Source: an optimization exercise on an open RTL-to-GDS flow (aim: small area). Production flows keep margins and buffers that such runs may drop. At most, simulation tests tie the RTL to the original design; equivalence was not proved. Power figures rest on the tool's default switching activity, not on a simulated workload.

## tcp_engine
module tcp_engine (
     input                          clk
    ,input                          rst
    ,input                          rx_hdr_val
    ,input  logic [49:0]            rx_hdr       
    ,output logic                   rx_hdr_rdy
    ,input                          tail_wr_val
    ,input  logic [1:0]             tail_wr_flowid
    ,input  logic [31:0]            tail_wr_ptr
    ,output logic                   tx_pkt_val
    ,output logic [83:0]            tx_pkt       
    ,input                          tx_pkt_rdy
);
Size in the first run: roughly 1600 cells after synthesis, ~180 I/O pins, about 16000 sq um of cells after synthesis.
clock: 8.5 ns
lec_check: 0
cap_margin: 20
core_margin: 2
core_utilization: 40
cts_buf_list: sky130_fd_sc_hd__clkbuf_16
cts_cluster_diameter: 80
cts_cluster_size: 30
slew_margin: 20
standard.sh (not shown) runs the stock make flow with config.mk's settings and CLKGATE_MAP_FILE= SYNTH_SCRIPT=/design/flow/synth_recipe.tcl, a recipe that flattens the netlist after the stock synthesis.
==> flow/flow/run.sh <==
#!/bin/bash
# The standard layout, with the port buffers made from the smallest buffer cell.
set -euo pipefail
bash standard.sh BUFFER_PORTS_ARGS="-buffer_cell sky130_fd_sc_hd__buf_1" finish > standard_flow.log 2>&1
Change:
==> flow/run.sh (new file) <==
#!/bin/bash
# synth_recipe.tcl (not shown) runs the flow's synth.tcl, then flattens the netlist and writes it again
# the make line also repeats each setting of config.mk as NAME=value (left out here)
make -C /OpenROAD-flow-scripts/flow DESIGN_CONFIG=/design/flow/config.mk WORK_HOME=/design/flow/orfs CLKGATE_MAP_FILE= SYNTH_SCRIPT=/design/flow/synth_recipe.tcl finish
removed: flow/flow/run.sh
removed: flow/standard.sh
The changed run completed without violations.
First-iteration DRC count climbs by 1.0%.
Utilization climbs by 2.5 points.
Die area stays the same.
Via count drops by 1.2%.
Hold slack is better by 15 ps.
Register-to-register slack is about the same.
Routed wire length climbs by 0.94%.
Final cell count barely changes.

---

tcp_engine, a different RTL version from the one above (not shown whole).
For scale: roughly 1,400 cells after synthesis, about 400 flip-flops, ~14,000 um^2 of cells after synthesis.
==> flow/config.mk <==
export PLATFORM = sky130hd
export DESIGN_NAME = tcp_engine
export DESIGN_NICKNAME = tcp_engine
export VERILOG_FILES = /design/flow/design.v
export SDC_FILE = /design/flow/constraint.sdc
export NUM_CORES = 4
export LEC_CHECK = 0
export CAP_MARGIN = 20
export CORE_MARGIN = 2
export CORE_UTILIZATION = 40
export CTS_BUF_LIST = sky130_fd_sc_hd__clkbuf_16
export CTS_CLUSTER_DIAMETER = 80
export CTS_CLUSTER_SIZE = 30
export SLEW_MARGIN = 20
==> flow/constraint.sdc <==
create_clock -name core_clock -period 8.5 [get_ports {clk}]
set_input_delay 1.7000 -clock core_clock [delete_from_list [all_inputs] [get_ports {clk}]]
set_output_delay 1.7000 -clock core_clock [all_outputs]
set_load 0.01 [all_outputs]
==> flow/flow/run.sh <==
#!/bin/bash
# The standard layout (standard.sh) with two changes:
#  - synthesis is ORFS's synth.tcl unchanged except that ABC maps the
#    combinational logic with flow/abc.script (area-oriented, delay relaxed);
#    registers, their names and cell types are those of the standard synthesis;
#  - the port buffers are the smallest buffer cell;
#  - clock tree synthesis inserts no dummy loads.
set -euo pipefail
here=$(pwd)
sed 's#^\([[:space:]]*\)log_cmd abc {\*}\$abc_args#\1set abc_args [lreplace $abc_args 1 1 '"$here"'/flow/abc.script]\n\1log_cmd abc {*}$abc_args#' \
    "$FLOW_HOME/scripts/synth.tcl" > "$here/synth_area.tcl"
grep -q "flow/abc.script" "$here/synth_area.tcl"
sed 's#source \$::env(SCRIPTS_DIR)/synth.tcl#source '"$here"'/synth_area.tcl#' \
    "$here/synth_recipe.tcl" > "$here/synth_recipe_area.tcl"
grep -q "synth_area.tcl" "$here/synth_recipe_area.tcl"
bash standard.sh SYNTH_SCRIPT="$here/synth_recipe_area.tcl" \
    BUFFER_PORTS_ARGS="-buffer_cell sky130_fd_sc_hd__buf_1" \
    CTS_ARGS="-sink_clustering_enable -repair_clock_nets -sink_clustering_size 18 -sink_clustering_max_diameter 60 -buf_list sky130_fd_sc_hd__clkbuf_8 -dont_use_dummy_load" \
    finish > standard_flow.log 2>&1
==> flow/flow/abc.script <==
&get -n
&st
&dch
&nf -R 1000
&put
topo
stime -c
Change:
--- a/flow/flow/run.sh
+++ b/flow/flow/run.sh
@@ -4,6 +4,5 @@
 #    combinational logic with flow/abc.script (area-oriented, delay relaxed);
 #    registers, their names and cell types are those of the standard synthesis;
-#  - the port buffers are the smallest buffer cell;
-#  - clock tree synthesis inserts no dummy loads.
+#  - the port buffers are the smallest buffer cell.
 set -euo pipefail
 here=$(pwd)
@@ -15,5 +14,3 @@
 grep -q "synth_area.tcl" "$here/synth_recipe_area.tcl"
 bash standard.sh SYNTH_SCRIPT="$here/synth_recipe_area.tcl" \
-    BUFFER_PORTS_ARGS="-buffer_cell sky130_fd_sc_hd__buf_1" \
-    CTS_ARGS="-sink_clustering_enable -repair_clock_nets -sink_clustering_size 18 -sink_clustering_max_diameter 60 -buf_list sky130_fd_sc_hd__clkbuf_8 -dont_use_dummy_load" \
-    finish > standard_flow.log 2>&1
+    BUFFER_PORTS_ARGS="-buffer_cell sky130_fd_sc_hd__buf_1" finish > standard_flow.log 2>&1
- CORE_UTILIZATION: 40 -> 65
The new run completed without violations.
Synthesized area stays the same.
Setup slack gains 0.051 ns.
Power grows by 0.89%.
Maximum frequency grows by 0.73%.
Change:
--- a/flow/flow/run.sh
+++ b/flow/flow/run.sh
@@ -4,5 +4,6 @@
 #    combinational logic with flow/abc.script (area-oriented, delay relaxed);
 #    registers, their names and cell types are those of the standard synthesis;
-#  - the port buffers are the smallest buffer cell.
+#  - the port buffers are the smallest buffer cell;
+#  - clock tree synthesis inserts no dummy loads.
 set -euo pipefail
 here=$(pwd)
@@ -14,3 +15,5 @@
 grep -q "synth_area.tcl" "$here/synth_recipe_area.tcl"
 bash standard.sh SYNTH_SCRIPT="$here/synth_recipe_area.tcl" \
-    BUFFER_PORTS_ARGS="-buffer_cell sky130_fd_sc_hd__buf_1" finish > standard_flow.log 2>&1
+    BUFFER_PORTS_ARGS="-buffer_cell sky130_fd_sc_hd__buf_1" \
+    CTS_ARGS="-sink_clustering_enable -repair_clock_nets -sink_clustering_size 30 -sink_clustering_max_diameter 80 -buf_list {sky130_fd_sc_hd__clkbuf_4 sky130_fd_sc_hd__clkbuf_8 sky130_fd_sc_hd__clkbuf_16} -dont_use_dummy_load" \
+    finish > standard_flow.log 2>&1
- CORE_UTILIZATION: 65 -> 40
After rerunning: Die area grows by 61%. Sequential share of layout area came out lower by 0.95 points. Cell area rises by 1.8%. Non-clock buffer count rose by 1. Critical path depth does not change. Utilization falls by 28 points.
Change:
--- a/flow/flow/run.sh
+++ b/flow/flow/run.sh
@@ -4,6 +4,5 @@
 #    combinational logic with flow/abc.script (area-oriented, delay relaxed);
 #    registers, their names and cell types are those of the standard synthesis;
-#  - the port buffers are the smallest buffer cell;
-#  - clock tree synthesis inserts no dummy loads.
+#  - the port buffers are the smallest buffer cell.
 set -euo pipefail
 here=$(pwd)
@@ -15,5 +14,3 @@
 grep -q "synth_area.tcl" "$here/synth_recipe_area.tcl"
 bash standard.sh SYNTH_SCRIPT="$here/synth_recipe_area.tcl" \
-    BUFFER_PORTS_ARGS="-buffer_cell sky130_fd_sc_hd__buf_1" \
-    CTS_ARGS="-sink_clustering_enable -repair_clock_nets -sink_clustering_size 30 -sink_clustering_max_diameter 80 -buf_list {sky130_fd_sc_hd__clkbuf_4 sky130_fd_sc_hd__clkbuf_8 sky130_fd_sc_hd__clkbuf_16} -dont_use_dummy_load" \
-    finish > standard_flow.log 2>&1
+    BUFFER_PORTS_ARGS="-buffer_cell sky130_fd_sc_hd__buf_1" finish > standard_flow.log 2>&1
After rerunning:
- The new run finished with timing, DRC and antenna clean
- routed wire length hardly moves
- maximum frequency is higher by 0.58%
- via count is higher by 0.52%
- clock skew is lower by 0.041 ns
- core utilization is higher by 0.46 points
- power is higher by 4.1%
- area after synthesis does not change
- count of clock-buffer cells in the layout is unchanged
- die area does not change
- register-to-register slack stays flat
- sequential power barely changes
Change:
--- a/flow/flow/run.sh
+++ b/flow/flow/run.sh
@@ -4,5 +4,6 @@
 #    combinational logic with flow/abc.script (area-oriented, delay relaxed);
 #    registers, their names and cell types are those of the standard synthesis;
-#  - the port buffers are the smallest buffer cell.
+#  - the port buffers are the smallest buffer cell;
+#  - clock tree synthesis inserts no dummy loads.
 set -euo pipefail
 here=$(pwd)
@@ -14,3 +15,5 @@
 grep -q "synth_area.tcl" "$here/synth_recipe_area.tcl"
 bash standard.sh SYNTH_SCRIPT="$here/synth_recipe_area.tcl" \
-    BUFFER_PORTS_ARGS="-buffer_cell sky130_fd_sc_hd__buf_1" finish > standard_flow.log 2>&1
+    BUFFER_PORTS_ARGS="-buffer_cell sky130_fd_sc_hd__buf_1" \
+    CTS_ARGS="-sink_clustering_enable -repair_clock_nets -sink_clustering_size 30 -sink_clustering_max_diameter 80 -buf_list sky130_fd_sc_hd__clkbuf_16 -dont_use_dummy_load" \
+    finish > standard_flow.log 2>&1
=> The new run ran to the end with no violations. Design area decreases slightly. Power decreases by a few percent. Worst setup slack degrades by 0.041 ns. Worst hold slack degrades by 0.034 ns. Core utilization shrinks by 0.46 points. Sequential share of layout area increases by 0.51 points. Flip-flop and latch count does not change. Wire length hardly moves. Register-to-register slack stays flat. Synthesized cell count does not change.
Function was not checked in any run of this note: the RTL went through the layout flow alone.

## re-timing with driven ports
Ports are ideal in the flow. The routed layouts listed here were re-timed in OpenROAD.
Step 1: set_driving_cell puts a clkbuf_16 on clk and a buf_2 on each other input, an assumption about the parent block.
Step 2 adds t to the input delays and takes it off the output delays; t is the mean of the earliest and latest rising clock arrival at the registers after step 1. Input paths then give back, and output paths get back, about the clock's delay inside the block.
Slacks: ideal ports / drivers / drivers and shift; pairs: ideal ports / drivers.
run	shift t [ns]	setup WS [ns]	slew at the worst register clock pin (ns)
the first run of note 1	0.599	2.427 / 2.454 / 1.854	0.11 / 0.11
the second run of note 1	0.583	2.088 / 2.112 / 1.529	0.12 / 0.12
the first run of note 2	0.635	1.400 / 1.422 / 0.788	0.11 / 0.11
the second run of note 2	0.552	1.451 / 1.469 / 0.917	0.11 / 0.11
the third run of note 2	0.567	1.299 / 1.322 / 0.755	0.11 / 0.11
the fourth run of note 2	0.589	1.340 / 1.363 / 0.775	0.11 / 0.11
the fifth run of note 2	0.567	1.299 / 1.322 / 0.755	0.11 / 0.11
After both steps setup and hold are still met in every run listed. For the first run of note 2, which loses most, drivers alone change the setup slack by +0.022 ns; drivers and shift together by -0.612 ns.
